From an optimization exercise on the open Yosys and OpenROAD flow, aimed at small area and a short achievable clock period; shortcuts taken in it are not production practice. In this exercise RTL edits were held to simulation tests only and were not proved equivalent to the original. Power is estimated from default activity; no workload was simulated.

$ cat flow/config.mk
export PLATFORM = sky130hd
export DESIGN_NAME = line_window_feeder
export DESIGN_NICKNAME = line_window_feeder
export VERILOG_FILES = /design/flow/design.v
export SDC_FILE = /design/flow/constraint.sdc
export NUM_CORES = 4
export LEC_CHECK = 0
export CAP_MARGIN = 20
export CORE_MARGIN = 2
export CORE_UTILIZATION = 70
export CTS_CLUSTER_DIAMETER = 70
export CTS_CLUSTER_SIZE = 32
export SETUP_SLACK_MARGIN = 3.6
export SLEW_MARGIN = 20
$ cat flow/constraint.sdc
create_clock -name core_clock -period 6.0 [get_ports {clk}]
set_input_delay 1.2000 -clock core_clock [delete_from_list [all_inputs] [get_ports {clk}]]
set_output_delay 1.2000 -clock core_clock [all_outputs]
set_load 0.01 [all_outputs]
$ cat flow/design.v
module line_window_feeder #(
  parameter int DATA_W    = 8,
  parameter int MAX_WIDTH = 256,
  parameter int ADDR_W    = 8
) (
  input  logic              clk,
  input  logic              rst_n,
  input  logic              frame_start,
  input  logic [ADDR_W-1:0] img_width,
  input  logic [ADDR_W-1:0] img_height,
  input  logic              in_valid,
  input  logic [DATA_W-1:0] in_pixel,
  output logic              in_ready,
  output logic              validData,
  output logic              start,
  output logic [DATA_W-1:0] pixel_in1,
  output logic [DATA_W-1:0] pixel_in2,
  output logic [DATA_W-1:0] pixel_in3,
  output logic [ADDR_W-1:0] col_addr,
  output logic              frame_done,
  output logic              cfg_err
);
  logic              busy_q, busy_d;
  logic              row1_q, row1_d;
  logic              stream_q, stream_d;
  logic              first_q, first_d;      
  logic [ADDR_W-1:0] seg_en_q, seg_en_d;    
  logic [ADDR_W-1:0] wm1;                   
  logic [ADDR_W-1:0] img_wm1;
  logic [ADDR_W-1:0] col_q, col_d;          
  logic              lastc_q, lastc_d;      
  logic [ADDR_W-1:0] rows_q, rows_d;        
  logic              cfg_err_q, cfg_err_d;
  logic              valid_q, valid_d;
  logic              start_q, start_d;
  logic              done_q, done_d;
  logic [DATA_W-1:0] p1_q, p1_d;
  logic [DATA_W-1:0] p2_q, p2_d;
  logic [DATA_W-1:0] p3_q, p3_d;
  logic [ADDR_W-1:0] caddr_q, caddr_d;
  logic [DATA_W-1:0] var_b_out, var_a_out;
  logic [DATA_W-1:0] mid_q;         
  logic [DATA_W-1:0] end_q;         
  logic accept;
  logic dims_ok;
  logic last_row;
  logic emit;
  assign in_ready = busy_q;
  assign accept   = in_valid & busy_q;
  assign emit     = in_valid & stream_q;
  assign last_row = (rows_q == '0);
  assign dims_ok  = (img_width >= ADDR_W'(3)) && (img_height >= ADDR_W'(3));
  assign img_wm1  = img_width - 1'b1;
  assign wm1      = seg_en_q[ADDR_W-1] ? {1'b0, seg_en_q[ADDR_W-2:0]} + ADDR_W'(127)
                                       : {1'b0, seg_en_q[ADDR_W-2:0]};
  always_comb begin
    busy_d    = busy_q;
    row1_d    = row1_q;
    stream_d  = stream_q;
    first_d   = first_q;
    seg_en_d  = seg_en_q;
    col_d     = col_q;
    lastc_d   = lastc_q;
    rows_d    = rows_q;
    cfg_err_d = cfg_err_q;
    p1_d      = p1_q;
    p2_d      = p2_q;
    p3_d      = p3_q;
    caddr_d   = caddr_q;
    valid_d   = emit;
    start_d   = emit & first_q;
    done_d    = emit & lastc_q & last_row;
    if (accept) begin
      if (lastc_q) begin
        col_d   = '0;
        lastc_d = 1'b0;
        rows_d  = rows_q - 1'b1;
        if (stream_q) begin
          if (last_row) begin
            busy_d   = 1'b0;
            stream_d = 1'b0;
          end
        end else if (row1_q) begin
          row1_d   = 1'b0;
          stream_d = 1'b1;
        end else begin
          row1_d   = 1'b1;
        end
      end else begin
        col_d   = col_q + 1'b1;
        lastc_d = (col_q + 1'b1 == wm1);
      end
    end
    if (emit) begin
      first_d = 1'b0;
      p1_d    = end_q;
      p2_d    = mid_q;
      p3_d    = in_pixel;
      caddr_d = col_q;
    end
    if (frame_start && !busy_q) begin
      if (dims_ok) begin
        busy_d    = 1'b1;
        row1_d    = 1'b0;
        stream_d  = 1'b0;
        first_d   = 1'b1;
        seg_en_d  = (img_wm1 >= ADDR_W'(127)) ? {1'b1, 7'(img_wm1 - ADDR_W'(127))}
                                               : {1'b0, img_wm1[ADDR_W-2:0]};
        col_d     = '0;
        lastc_d   = 1'b0;
        rows_d    = img_height - 1'b1;
        cfg_err_d = 1'b0;
      end else begin
        cfg_err_d = 1'b1;
      end
    end
  end
  always_ff @(posedge clk or negedge rst_n) begin
    if (!rst_n) begin
      busy_q    <= 1'b0;
      row1_q    <= 1'b0;
      stream_q  <= 1'b0;
      cfg_err_q <= 1'b0;
      valid_q   <= 1'b0;
      start_q   <= 1'b0;
      done_q    <= 1'b0;
      p1_q      <= '0;
      p2_q      <= '0;
      p3_q      <= '0;
      caddr_q   <= '0;
    end else begin
      busy_q    <= busy_d;
      row1_q    <= row1_d;
      stream_q  <= stream_d;
      cfg_err_q <= cfg_err_d;
      valid_q   <= valid_d;
      start_q   <= start_d;
      done_q    <= done_d;
      p1_q      <= p1_d;
      p2_q      <= p2_d;
      p3_q      <= p3_d;
      caddr_q   <= caddr_d;
    end
  end
  always_ff @(posedge clk) begin
    first_q <= first_d;
    seg_en_q <= seg_en_d;
    col_q   <= col_d;
    lastc_q <= lastc_d;
    rows_q  <= rows_d;
  end
  lwf_delay_line #(.DATA_W(DATA_W)) u_line_b (
    .clk(clk), .shift(in_valid), .seg_en(seg_en_q), .din(in_pixel), .dout(var_b_out)
  );
  lwf_delay_line #(.DATA_W(DATA_W)) u_line_a (
    .clk(clk), .shift(in_valid), .seg_en(seg_en_q), .din(mid_q), .dout(var_a_out)
  );
  always_ff @(posedge clk) begin
    if (in_valid) begin
      mid_q <= var_b_out;
      end_q <= var_a_out;
    end
  end
  assign validData  = valid_q;
  assign start      = start_q;
  assign frame_done = done_q;
  assign pixel_in1  = p1_q;
  assign pixel_in2  = p2_q;
  assign pixel_in3  = p3_q;
  assign col_addr   = caddr_q;
  assign cfg_err    = cfg_err_q;
endmodule
module lwf_delay_line #(
  parameter int DATA_W = 8
) (
  input  logic              clk,
  input  logic              shift,
  input  logic [7:0]        seg_en,
  input  logic [DATA_W-1:0] din,
  output logic [DATA_W-1:0] dout
);
  logic [DATA_W-1:0] v [9];
  assign v[0] = din;
  for (genvar k = 0; k < 8; k++) begin : g_seg
    localparam int LEN = (k == 7) ? 127 : 2**k;
    logic [DATA_W-1:0] st [LEN];
    always_ff @(posedge clk) begin
      if (shift) begin
        st[0] <= v[k];
        for (int i = 1; i < LEN; i++) st[i] <= st[i-1];
      end
    end
    assign v[k+1] = seg_en[k] ? st[LEN-1] : v[k];
  end
  assign dout = v[8];
endmodule
$ cat flow/flow/run.sh
#!/bin/bash
# Own flow: the standard ORFS flow, with one hook before detailed placement that puts
# each flip-flop driving an output port next to that port's output buffer, and one before
# pin placement that keeps the ports together.
set -euo pipefail
here=$(pwd)
export PRE_DETAIL_PLACE_TCL=$here/flow/pre_dpl.tcl
export PRE_IO_PLACEMENT_TCL=$here/flow/pre_io.tcl
bash standard.sh synth > synth.log 2>&1
bash standard.sh floorplan > floorplan.log 2>&1
bash standard.sh place > place.log 2>&1
bash standard.sh cts > cts.log 2>&1
bash standard.sh route > route.log 2>&1
bash standard.sh finish > finish.log 2>&1
$ cat flow/flow/pre_dpl.tcl
# Move every flip-flop that drives an output port's buffer next to that buffer (the buffer
# sits at the port), together with the cell that drives the flip-flop's D input when that
# cell feeds nothing else (the hold/load multiplexer). Detailed placement then legalizes
# the moved cells.
set block [ord::get_db_block]
proc driver_of {net} {
  foreach it [$net getITerms] {
    if {[$it isOutputSignal]} { return $it }
  }
  return ""
}
set moved 0
foreach bterm [$block getBTerms] {
  if {[$bterm getIoType] ne "OUTPUT"} { continue }
  set net [$bterm getNet]
  if {$net eq "NULL"} { continue }
  set drv [driver_of $net]
  if {$drv eq ""} { continue }
  set buf [$drv getInst]
  set in_net ""
  foreach it [$buf getITerms] {
    if {[$it isInputSignal]} { set in_net [$it getNet] }
  }
  if {$in_net eq "" || $in_net eq "NULL"} { continue }
  set src [driver_of $in_net]
  if {$src eq ""} { continue }
  set ff [$src getInst]
  if {![string match "*__df*" [[$ff getMaster] getName]]} { continue }
  set loc [$buf getLocation]
  $ff setLocation [lindex $loc 0] [lindex $loc 1]
  incr moved
  # the flip-flop's D driver, if it drives only this flip-flop
  set dterm [$ff findITerm D]
  if {$dterm eq "NULL"} { continue }
  set dnet [$dterm getNet]
  if {$dnet eq "NULL"} { continue }
  set dd [driver_of $dnet]
  if {$dd eq ""} { continue }
  if {[llength [$dnet getITerms]] != 2} { continue }
  set dinst [$dd getInst]
  if {[string match "*__df*" [[$dinst getMaster] getName]]} { continue }
  $dinst setLocation [lindex $loc 0] [lindex $loc 1]
}
puts "pre_dpl: moved $moved output flip-flops next to their port buffers"
$ cat flow/flow/pre_io.tcl
# Keep all ports together in the middle of the bottom edge, so the flip-flops and buffers
# at the ports (output registers, the shift-enable root, the emit logic) sit close together.
set block [ord::get_db_block]
set die [$block getDieArea]
set w [expr {[$die dx] / 1000.0}]
set x0 [expr {int($w * 0.35)}]
set x1 [expr {int($w * 0.65)}]
set_io_pin_constraint -region bottom:$x0-$x1 -pin_names [get_ports *]
puts "pre_io: ports on bottom:$x0-$x1"
$ cat flow/standard.sh
#!/bin/bash
# synth_recipe.tcl (not shown) runs the flow's synth.tcl, then flattens the netlist and writes it again
# the make line also repeats each setting of config.mk as NAME=value (left out here)
make -C /OpenROAD-flow-scripts/flow DESIGN_CONFIG=/design/flow/config.mk WORK_HOME=/design/flow/orfs CLKGATE_MAP_FILE= SYNTH_SCRIPT=/design/flow/synth_recipe.tcl "${@:-finish}"
==> results of run 1 <==
registers in the layout (all words and copies together), names as in the netlist, 8 cells and up:
signal             flops
u_line_a.g_seg.st   2032
u_line_b.g_seg.st   2032
caddr_q                8
col_q                  8
end_q                  8
mid_q                  8
p1_q                   8
p2_q                   8
p3_q                   8
rows_q                 8
seg_en_q               8
through the flow:
stage | hold slack, ns | util [%]
floorplan | 0.400 | -
global placement | 0.400 | 72.8
detailed placement | 0.405 | 72.8
CTS | 0.413 | 75.8
global route | 0.420 | 76.1
finish | 0.408 | 76.1
layer usage:
layer / vias up / GRT usage [%] / wire length (microns)
li1: 19219 / - / -
met1: 21926 / 28.0 / 78900
met2: 671 / 22.1 / 66600
met3: 201 / 2.72 / 6830
met4: 4 / 4.45 / 3230
met5: - / 0.520 / 146
area by class of cell:
| cell class | instances | area [sq um] |
|---|---|---|
| fillers | 9115 | 43200 |
| flip-flops and latches | 4145 | 124000 |
| inverters | 49 | 210 |
| well taps | 2370 | 2970 |
| clock inverters | 68 | 689 |
| clock buffers | 187 | 4430 |
| diodes | 2 | 5.00 |
| repair buffers | 151 | 1870 |
| multi-input cells | 446 | 3450 |
synthesized netlist by cell type (24+ instances only):
cell type     n
edfxtp_1   4088
mux2_2       49
nand2_1      49
o21ai_0      49
inv_1        48
nor2_1       47
dfrtp_1      39
mux2i_1      37
xnor2_1      35
o21a_1       33
clkbuf_1     30
a21oi_1      24
kinds of logic (layout without fill, tap and decap cells):
| group | after synthesis | after routing | synth area share [%] |
|---|---|---|---|
| xor gates and xnor gates | 41 | 41 | 0.281 |
| and+or+nand+nor | 146 | 146 | 0.534 |
| AOI/OAI and AO/OA | 165 | 165 | 0.873 |
| adders and majority gates | 8 | 8 | 0.0784 |
| DFF | 4145 | 4145 | 97.2 |
| other | 0 | 2 | 0 |
| muxes | 86 | 86 | 0.722 |
| buffers and inverters | 93 | 455 | 0.287 |
power breakdown:
| group | internal (uW) | leakage [uW] | switching [uW] |
|---|---|---|---|
| combinational | 278 | 0.00253 | 701 |
| clock | 5600 | 0.00251 | 7950 |
| sequential | 33600 | 0.0407 | 577 |
| total | 39500 | 0.0457 | 9230 |
worst paths after layout:
path / startpoint / to / slack, ns / depth (start not counted)
worst max-delay path: p2_q[1]$_DFFE_PN0P_ / pixel_in2[1] / 3.41 / 1
worst min-delay path: u_line_b.g_seg[5].st[24][0]$_DFFE_PP_ / u_line_b.g_seg[5].st[25][0]$_DFFE_PP_ / 0.41 / 0
worst max register to register: seg_en_q[0]$_DFFE_PP_ / u_line_a.g_seg[7].st[0][4]$_DFFE_PP_ / 3.69 / 7
worst min register to register: u_line_b.g_seg[5].st[24][0]$_DFFE_PP_ / u_line_b.g_seg[5].st[25][0]$_DFFE_PP_ / 0.41 / 0
max in group asynchronous: rst_n / busy_q$_DFF_PN0_ / 4.86 / 1
min in group asynchronous: rst_n / p3_q[5]$_DFFE_PN0P_ / 0.50 / 1
timing repair:
action,CTS,global route
setup buffers,9,10
pin swaps,2,8
hold buffers,0,0
cloned,3,10
gates resized for setup,204,70
endpoints found under the setup margin,923,1785
==> impl_metrics.yaml, run 1 <==
timing:
  fin_skew_ns: 0.0184
  rsz0062_at_grt: "true"
  fmax_mhz: 386
  tightest_slew_ns: 1.19
  layout_setup_ws_ns: 3.41
  tns_ns: 0
  finalSetupViolations: 0
  drv_slew: 0
  fin_crit_sh_pct: 43.2
  max-slew-margin-rel_pct: 20.9
  finalCriticalPeriod_ns: 2.59
  hold_viol: 0
worst_setup_path:
  crit_buf_inv: 1
  cpMaxStageDelayCell: "dfrtp_1"
  worstPathRequired_ns: 4.80
  worstSetupStartpointType: "flip-flop"
  crit_chain: "buf_2"
  worstPathArrival_ns: 1.39
  path_max_fanout: 2
  path_class: "flip-flop to primary output"
  crit_family: "flip-flops"
  worst_setup_path_end_kind: "primary output"
  cpPeakStageDelay_ns: 0.42
clock_tree:
  clk_latency_ns: 0.83
  path_clk_slew_ns: 0.11
  cts_root_buffer: "clkbuf_16"
  cts_tree: "built"
  cts.path.max_buffers: 3
  h-tree-depth: 4
  cts.sinks: 4145
  cts_buffers: 162
finish:
  nets: 4991
  layout_commonest_cell: "edfxtp_1"
  drive_above_1_share_pct: 9.20
  fin_cells: 7418
  syn2layout_area_growth_pct: 7.90
  design_area_sq_um: 138000
  layout_common_cells: "edfxtp_1 (4088), clkbuf_16 (185), mux2_2 (49)"
die:
  rows: 156
  die_h_microns: 431
  start_util_pct: 70.5
  ios: 65
  dieArea_sq_um: 186000
  die_w_microns: 431
  core_area_sq_um: 181000
drt:
  routedWlPerCell_microns: 21.0
  antenna_left: 0
  viasPerCell: 5.66
  num_vias: 42021
  drc: 0
  routed_wl_microns: 156000
  drt_pass1_iterations: 6
  drtIter0Drc: 4357
grt:
  grt_use_total_pct: 16.2
  grt_pass1_wl_microns: 228000
  grt_pass1_vias: 38948
  grt_max_degree: 208
  overflow: 0
  antenna_found_initial: 4
yosys:
  netlist_area_sq_um: 128000
  ys_types: 51
  ys_warn_count: 11
  yosysSeqAreaShare_pct: 97.2
  synth-edff-count: 4088
  synth_flop_cell: "edfxtp_1"
  synth_area_leader_cell: "edfxtp_1"
  synth_area_leaders: "edfxtp_1 (96%), dfrtp_1 (0.76%), mux2_2 (0.43%)"
  synth_top_area_share_pct: 96.2
  yosys_register_bits: 4145
  syn_avg_cell_area_sq_um: 27.2
  ys_async_sr_fraction_pct: 0.941
  syn_inst: 4684
  synth_fp_nets: 4720
placed_design:
  postPlaceCellArea_sq_um: 132000
  dp.cells: 7129
  dpl_worst_slack_ns: 2.19
  gp_congestion: 0.778
  portBuffers: 64
  dp_hpwl_microns: 76800
flow_run:
  max-cap-violations: 0
outcome:
  status: "finished clean"
power_and_ir_drop:
  finalPower_uw: 48700
  leakagePower_uw: 0.0457
  ir_worst_vdd_mv: 0.357
  powerDensity_nw_per_um2: 354
hold_path:
  min_path_type: "flip-flop to flip-flop"
==> inputs of run 2 (changes only) <==
--- a/flow/config.mk
+++ b/flow/config.mk
@@ -9,6 +9,6 @@
 export CORE_MARGIN = 2
 export CORE_UTILIZATION = 70
-export CTS_CLUSTER_DIAMETER = 70
-export CTS_CLUSTER_SIZE = 32
+export CTS_CLUSTER_DIAMETER = 80
+export CTS_CLUSTER_SIZE = 30
 export SETUP_SLACK_MARGIN = 3.6
 export SLEW_MARGIN = 20
==> run 2 against run 1 <==
Still clean. Clock power is 5% lower. Non-clock buffer count increased by 1. Critical path depth unchanged. First-iteration DRC count fell by 0.23%. Total power fell by 1.5%. Core utilization is 0.37 points lower. Fmax grew 0.21%. Cell area fell by 0.49%. Synthesized area did not move. Critical path type unchanged. Largest cell class unchanged.
==> impl_metrics.yaml, run 2 <==
hold_path:
  min_path_type: "flip-flop to flip-flop"
  hold_depth: 0
finish:
  design_area_sq_um: 137000
  layout_commonest_cell: "edfxtp_1"
  fin_cells: 7361
  syn2layout_area_growth_pct: 7.37
  drive_above_1_share_pct: 8.28
  largest_registers: "u_line_a.g_seg.st (2032), u_line_b.g_seg.st (2032)"
  seq_area_sq_um: 124000
  nets: 4989
  fill_cells: 9186
  layout_common_cells: "edfxtp_1 (4088), clkbuf_16 (178), mux2_2 (49)"
  multi_input_area_sq_um: 3420
flow_run:
  max-cap-violations: 0
die:
  dieArea_sq_um: 186000
  start_util_pct: 70.5
  rows: 156
  ios: 65
  die_w_microns: 431
  die_h_microns: 431
  core_area_sq_um: 181000
worst_setup_path:
  crit_buf_inv: 1
  path_max_fanout: 2
  crit_chain: "buf_6"
  crit_cells: 1
  worstSetupStartpointType: "flip-flop"
  cpPeakStageDelay_ns: 0.43
  worstPathRequired_ns: 4.80
  path_class: "flip-flop to primary output"
  worstPathArrival_ns: 1.39
  cpMaxStageDelayCell: "dfrtp_2"
  reg2reg_depth: 7
  crit_family: "flip-flops"
  worst_setup_path_end_kind: "primary output"
grt:
  antenna_found_initial: 4
  grt_pass1_wl_microns: 228000
  grt_max_degree: 208
  grt_use_total_pct: 16.2
  overflow: 0
  grt_pass1_vias: 38863
yosys:
  synth_area_leaders: "edfxtp_1 (96%), dfrtp_1 (0.76%), mux2_2 (0.43%)"
  yosys_register_bits: 4145
  ys_async_sr_fraction_pct: 0.941
  synth_area_leader_cell: "edfxtp_1"
  synth_flop_cell: "edfxtp_1"
  synth_most_common_cell: "edfxtp_1"
  synth-edff-count: 4088
  synth_top_area_share_pct: 96.2
  synth_commonest_cells: "edfxtp_1 (4088), mux2_2 (49), nand2_1 (49), o21ai_0 (49), inv_1 (48)"
  synth_fp_nets: 4720
  ys_types: 51
  syn_avg_cell_area_sq_um: 27.2
  netlist_area_sq_um: 128000
  syn_inst: 4684
  yosysSeqAreaShare_pct: 97.2
  ys_warn_count: 11
clock_tree:
  h-tree-depth: 4
  cts.path.max_buffers: 3
  cts_tree: "built"
  cts_root_buffer: "clkbuf_16"
  cts_buffers: 159
  path_clk_slew_ns: 0.10
  clk_latency_ns: 0.83
  hold_buffers: 0
  cts.sinks: 4145
timing:
  max-slew-margin-rel_pct: 27.8
  fin_skew_ns: 0.0169
  fin_crit_sh_pct: 43.1
  fmax_mhz: 386
  tightest_slew_ns: 1.08
  rsz0062_at_grt: "true"
  hold_viol: 0
  drv_slew: 0
  tns_ns: 0
  finalCriticalPeriod_ns: 2.59
  finalSetupViolations: 0
  whs_ns: 0.413
placed_design:
  dp.cells: 7129
  portBuffers: 64
  dp_hpwl_microns: 76800
  postPlaceCellArea_sq_um: 132000
  gp_congestion: 0.778
drt:
  viasPerCell: 5.69
  drtIter0Drc: 4347
  routed_wl_microns: 155000
  routedWlPerCell_microns: 21.0
  drt_pass1_iterations: 6
  num_vias: 41870
  drc: 0
  antenna_left: 0
power_and_ir_drop:
  ir_worst_vdd_mv: 0.313
  p_sw_uw: 8830
  switching_share_pct: 18.4
  p_comb_share_pct: 2.0
  internal_power_uw: 39200
  clock_power_share_pct: 26.7
  seq_power_share_pct: 71.2
  powerDensity_nw_per_um2: 350
  leakagePower_uw: 0.0454
outcome:
  status: "finished clean"
## run 2: cell counts after synthesis
No cell type changed its count.
## run 2: cell type report
cell class | instances | share of cell area [%]
Sequential cell | 4145 | 90.5
Clock buffer | 175 | 3.11
Multi-Input combinational cell | 446 | 2.49
Tap cell | 2370 | 2.16
Timing Repair Buffer | 152 | 1.34
Clock inverter | 18 | 0.177
Inverter | 49 | 0.153
Antenna cell | 6 | 0.0110
## run 2: per-layer routing
| metal | vias up | routed length (microns) | share of wire (%) | global-route usage (%) |
|---|---|---|---|---|
| li1 | 19141 | - | - | - |
| met1 | 21842 | 78600 | 51 | 28.0 |
| met2 | 687 | 66000 | 43 | 22.1 |
| met3 | 200 | 7100 | 4.6 | 2.84 |
| met4 | 0 | 2920 | 1.9 | 4.20 |
| met5 | - | 0 | 0 | 0 |
## run 2: power by group through the flow
stage	clock (uW)	sequential [uW]	combinational, uW
2_1_floorplan	0	34500	236
3_3_place_gp	0	34800	911
3_5_place_dp	0	34800	951
4_1_cts	13400	34200	947
5_1_grt	14200	34300	1080
6_report	12800	34200	972
## run 2: path summary, 6_finish.rpt
check,from,end,slack (ns)
worst max-delay path,busy_q$_DFF_PN0_,in_ready,3.41
worst min-delay path,u_line_b.g_seg[7].st[44][0]$_DFFE_PP_,u_line_b.g_seg[7].st[45][0]$_DFFE_PP_,0.41
worst max register to register,seg_en_q[0]$_DFFE_PP_,u_line_a.g_seg[7].st[0][4]$_DFFE_PP_,3.70
worst min register to register,u_line_b.g_seg[7].st[44][0]$_DFFE_PP_,u_line_b.g_seg[7].st[45][0]$_DFFE_PP_,0.41
max in group asynchronous,rst_n,busy_q$_DFF_PN0_,4.87
min in group asynchronous,rst_n,p3_q[4]$_DFFE_PN0P_,0.50
## run 2: metrics by stage
step                setup WS, ns  power, uW  util (%)
floorplan                   3.07      34800         -
global placement            2.33      35700      72.8
detailed placement          2.19      35800      72.8
CTS                         3.32      48500      75.4
global route                3.34      49600      75.7
finish                      3.41      48000      75.7
## run 2: kinds of logic (layout without fill, tap and decap cells)
group           after synthesis  count (layout)  synth area share, %
flops                      4145            4145                 97.2
buf+inv                      93             394                0.287
xor+xnor                     41              41                0.281
mux                          86              86                0.722
compound gates              165             165                0.873
simple gates                146             146                0.534
fa+ha+maj                     8               8               0.0784
other cells                   0               6                    0
## run 2: repair_timing
action | CTS | global route
pin swaps | 2 | 6
gates resized for setup | 200 | 69
setup endpoints to repair | 945 | 1868
buffers inserted | 10 | 12
cloned | 2 | 9
==> inputs of run 3 (changes only) <==
--- a/flow/config.mk
+++ b/flow/config.mk
@@ -8,5 +8,5 @@
 export CAP_MARGIN = 20
 export CORE_MARGIN = 2
-export CORE_UTILIZATION = 70
+export CORE_UTILIZATION = 80
 export CTS_CLUSTER_DIAMETER = 80
 export CTS_CLUSTER_SIZE = 30
==> run 3 against run 2 <==
The run now fails in 4_1_cts. Synthesized area unchanged. Synthesized cell count is the same.
==> impl_metrics.yaml, run 3 <==
outcome:
  status: "stopped before the end"
  haltStage: "4_1_cts"
  error_line: "[ERROR DPL-0033] detailed placement checks failed during check placement."
yosys:
  synth_commonest_cells: "edfxtp_1 (4088), mux2_2 (49), nand2_1 (49), o21ai_0 (49), inv_1 (48)"
  ys_async_sr_fraction_pct: 0.941
  ys_warn_count: 11
  synth_area_leaders: "edfxtp_1 (96%), dfrtp_1 (0.76%), mux2_2 (0.43%)"
  netlist_area_sq_um: 128000
  syn_avg_cell_area_sq_um: 27.2
  ys_types: 51
  yosysSeqAreaShare_pct: 97.2
  synth_flop_cell: "edfxtp_1"
  syn_inst: 4684
  synth-edff-count: 4088
  synth_top_area_share_pct: 96.2
  synth_most_common_cell: "edfxtp_1"
  synth_fp_nets: 4720
  yosys_register_bits: 4145
  synth_area_leader_cell: "edfxtp_1"
clock_tree:
  hold_buffers: 0
  cts_buffers: 156
  cts_root_buffer: "clkbuf_16"
  cts.path.max_buffers: 3
  cts.sinks: 4145
  cts_resized: 395
  h-tree-depth: 4
  cts_setup_buffers: 55
die:
  die_w_microns: 403
  rows: 146
  die_h_microns: 403
  ios: 65
  start_util_pct: 80.6
placed_design:
  postPlaceCellArea_sq_um: 131000
  dpl_worst_slack_ns: 2.13
  portBuffers: 64
  dp_hpwl_microns: 101000
  gp_congestion: 0.818
-- run 3: cell counts after synthesis --
No cell type changed its count.
-- run 3: through the flow --
step / hold slack [ns] / std cells / power (uW)
floorplan: 0.400 / 4684 / 34800
global placement: 0.400 / 6832 / 35700
detailed placement: 0.405 / 6832 / 35900
-- run 3: power groups by stage --
stage / Sequential (uW) / Clock, uW / Combinational, uW
after detailed placement: 34900 / 0 / 984
after global placement: 34800 / 0 / 909
after floorplan: 34500 / 0 / 236
-- run 3: cells by family after synthesis --
| group | Yosys count | share of synthesized area (%) |
|---|---|---|
| fa+ha+maj | 8 | 0.0784 |
| xor+xnor | 41 | 0.281 |
| mux | 86 | 0.722 |
| simple gates | 146 | 0.534 |
| flops | 4145 | 97.2 |
| buf+inv | 93 | 0.287 |
| compound gates | 165 | 0.873 |
-- run 3: how the worst max path moves through the flow --
stage	endpoint	slack [ns]	cells past startpoint
detailed placement	lastc_q$_DFF_P_	2.13	7
global placement	lastc_q$_DFF_P_	2.23	7
floorplan	seg_en_q[5]$_DFFE_PP_	3.07	7
==> inputs of run 4 (changes only) <==
--- a/flow/config.mk
+++ b/flow/config.mk
@@ -8,5 +8,5 @@
 export CAP_MARGIN = 20
 export CORE_MARGIN = 2
-export CORE_UTILIZATION = 80
+export CORE_UTILIZATION = 75
 export CTS_CLUSTER_DIAMETER = 80
 export CTS_CLUSTER_SIZE = 30
==> run 4 against run 3 <==
Now clean on timing, DRC and antenna. Synthesized cell count did not move. Synthesized area did not move.
==> impl_metrics.yaml, run 4 <==
drt:
  antenna_left: 0
  routed_wl_microns: 173000
  routedWlPerCell_microns: 24.1
  num_vias: 42796
  drtIter0Drc: 4741
  drt_pass1_iterations: 5
  drc: 0
  viasPerCell: 5.95
grt:
  antenna_found_initial: 4
  grt_pass1_wl_microns: 255000
  grt_pass1_vias: 40991
  grt_max_degree: 214
  gr-usage-met2_pct: 30.9
  grt_busiest_layer: "met1"
  grt_use_met3_pct: 2.51
  overflow: 0
  met1_usage_pct: 32.0
  grt_use_total_pct: 20.0
finish:
  multi_input_area_sq_um: 3450
  layout_commonest_cell: "edfxtp_1"
  drive_above_1_share_pct: 8.21
  syn2layout_area_growth_pct: 6.92
  nets: 4983
  seq_area_sq_um: 124000
  largest_registers: "u_line_a.g_seg.st (2032), u_line_b.g_seg.st (2032)"
  layout_common_cells: "edfxtp_1 (4088), clkbuf_16 (169), buf_4 (55), mux2_2 (48)"
  design_area_sq_um: 136000
  fill_cells: 7576
yosys:
  synth_area_leaders: "edfxtp_1 (96%), dfrtp_1 (0.76%), mux2_2 (0.43%)"
  ys_types: 51
  synth_fp_nets: 4720
  ys_async_sr_fraction_pct: 0.941
  syn_avg_cell_area_sq_um: 27.2
  syn_inst: 4684
  synth_area_leader_cell: "edfxtp_1"
  synth-edff-count: 4088
  ys_warn_count: 11
  synth_commonest_cells: "edfxtp_1 (4088), mux2_2 (49), nand2_1 (49), o21ai_0 (49), inv_1 (48)"
  yosys_register_bits: 4145
  yosysSeqAreaShare_pct: 97.2
  synth_top_area_share_pct: 96.2
  netlist_area_sq_um: 128000
  synth_most_common_cell: "edfxtp_1"
  synth_flop_cell: "edfxtp_1"
placed_design:
  gp_congestion: 0.788
  portBuffers: 64
  dp_hpwl_microns: 80600
  postPlaceCellArea_sq_um: 132000
hold_path:
  min_path_type: "flip-flop to flip-flop"
  hold_depth: 0
  worstHoldStart: "u_line_b.g_seg[7].st[100][5]$_DFFE_PP_"
  hold_path_end: "u_line_b.g_seg[7].st[101][5]$_DFFE_PP_"
worst_setup_path:
  crit_buf_inv: 1
  worstPathArrival_ns: 1.38
  worstSetupStartpointType: "flip-flop"
  worstPathRequired_ns: 4.80
  ff2ff_setup_slack_ns: 3.63
  worst_setup_path_end_kind: "primary output"
  reg2reg_depth: 8
  cpPeakStageDelay_ns: 0.42
  path_class: "flip-flop to primary output"
  path_max_fanout: 2
  crit_chain: "buf_6"
  rr_startpoint: "seg_en_q[0]$_DFFE_PP_"
  crit_family: "flip-flops"
  r2r-end: "u_line_b.g_seg[7].st[0][2]$_DFFE_PP_"
  cpMaxStageDelayCell: "dfrtp_1"
die:
  dieArea_sq_um: 174000
  start_util_pct: 75.4
  ios: 65
  core_area_sq_um: 169000
  rows: 151
  die_w_microns: 417
  die_h_microns: 417
clock_tree:
  cts.sinks: 4145
  cts_tree: "built"
  cts_root_buffer: "clkbuf_16"
  clk_latency_ns: 0.83
  path_clk_slew_ns: 0.10
  h-tree-depth: 4
  cts.path.max_buffers: 3
  cts_buffers: 158
power_and_ir_drop:
  powerDensity_nw_per_um2: 352
  leakagePower_uw: 0.0453
  ir_worst_vdd_mv: 0.391
timing:
  tns_ns: 0
  fin_crit_sh_pct: 42.9
  finalSetupViolations: 0
  fin_skew_ns: 0.0239
  finalCriticalPeriod_ns: 2.58
  fmax_mhz: 388
  tightest_slew_ns: 1.05
  drv_slew: 0
  max-slew-margin-rel_pct: 29.9
  rsz0062_at_grt: "true"
  hold_viol: 0
flow_run:
  max-cap-violations: 0
outcome:
  status: "finished clean"
[run 4: worst max-delay path by stage]
stage	slack, ns	endpoint	cells after the start	from
2_1_floorplan	3.07	seg_en_q[5]$_DFFE_PP_	7	img_width[4]
3_3_place_gp	2.35	seg_en_q[3]$_DFFE_PP_	9	img_width[0]
3_5_place_dp	2.25	seg_en_q[3]$_DFFE_PP_	9	img_width[0]
4_1_cts	3.35	in_ready	1	busy_q$_DFF_PN0_
5_1_grt	3.34	in_ready	1	busy_q$_DFF_PN0_
6_report	3.42	pixel_in1[1]	1	p1_q[1]$_DFFE_PN0P_
[run 4: power by group]
group / leakage [uW] / switching (uW) / internal, uW / total, uW
Sequential: 0.0407 / 642 / 33600 / 34300
Clock: 0.00216 / 7680 / 5140 / 12800
Combinational: 0.00240 / 699 / 253 / 952
Total: 0.0453 / 9020 / 39000 / 48000
[run 4: area by class of cell]
| class | count | share of cell area [%] |
|---|---|---|
| Sequential cell | 4145 | 90.9 |
| Clock buffer | 174 | 3.10 |
| Multi-Input combinational cell | 446 | 2.53 |
| Tap cell | 2218 | 2.03 |
| Timing Repair Buffer | 147 | 1.13 |
| Inverter | 49 | 0.147 |
| Clock inverter | 18 | 0.130 |
| Antenna cell | 1 | 0.00183 |
[run 4: timing repair]
action                                  CTS  global route
gates resized for setup                 201            55
pin swaps                                 2            12
hold buffers                              0             0
buffers inserted                         13             7
gates cloned                              2             1
endpoints found under the setup margin  729           176
[run 4: metal layers]
metal / wire length, microns / part of all wire (%)
met4: 3200 / 1.8
met2: 82800 / 48
met3: 8110 / 4.7
met1: 79300 / 46
met5: 0 / 0
[run 4: metrics by stage]
| step | total power (uW) | hold WS (ns) | util [%] | cells | worst slack [ns] |
|---|---|---|---|---|---|
| floorplan | 34800 | 0.400 | - | 4684 | 3.07 |
| global route | 49500 | 0.419 | 80.6 | 7197 | 3.34 |
| global placement | 35700 | 0.400 | 77.7 | 6982 | 2.35 |
| finish | 48000 | 0.413 | 80.6 | 7198 | 3.42 |
| CTS | 48500 | 0.411 | 80.4 | 7189 | 3.35 |
| detailed placement | 35800 | 0.405 | 77.7 | 6982 | 2.25 |
[run 4: cell families after synthesis]
kind of cell,Yosys count,share of synthesized area (%)
DFF,4145,97.2
AOI/OAI and AO/OA,165,0.873
and+or+nand+nor,146,0.534
buffers and inverters,93,0.287
muxes,86,0.722
xor gates and xnor gates,41,0.281
adders and majority gates,8,0.0784

## port drivers added, routing unchanged
The flow's constraints put no driver on any port. The routed layouts listed below were extracted and timed again, unchanged, in two steps. Step 1 (the two cells are an assumption about what drives the block):
set clk [get_ports {clk}]
set_driving_cell -lib_cell sky130_fd_sc_hd__clkbuf_16 $clk
set_driving_cell -lib_cell sky130_fd_sc_hd__buf_2 [delete_from_list [all_inputs] $clk]
Step 2 also shifts input and output timing later by t, the mid clock arrival at the registers, as if the neighbouring blocks saw the same clock. a / b / c = ideal ports / drivers / drivers and shift; a / b = the first two.
run	t (ns)	slack for setup (ns)	slew at the worst register clock pin (ns)
run 1	0.891	3.406 / 3.338 / 2.726	0.11 / 0.11
run 2	0.895	3.412 / 3.343 / 2.625	0.11 / 0.11
run 4	0.883	3.424 / 3.357 / 2.632	0.12 / 0.12
After both steps setup and hold are still met in every run listed. The setup slack of run 4, which loses most, moves by -0.067 ns with the drivers and by -0.792 ns with both steps.
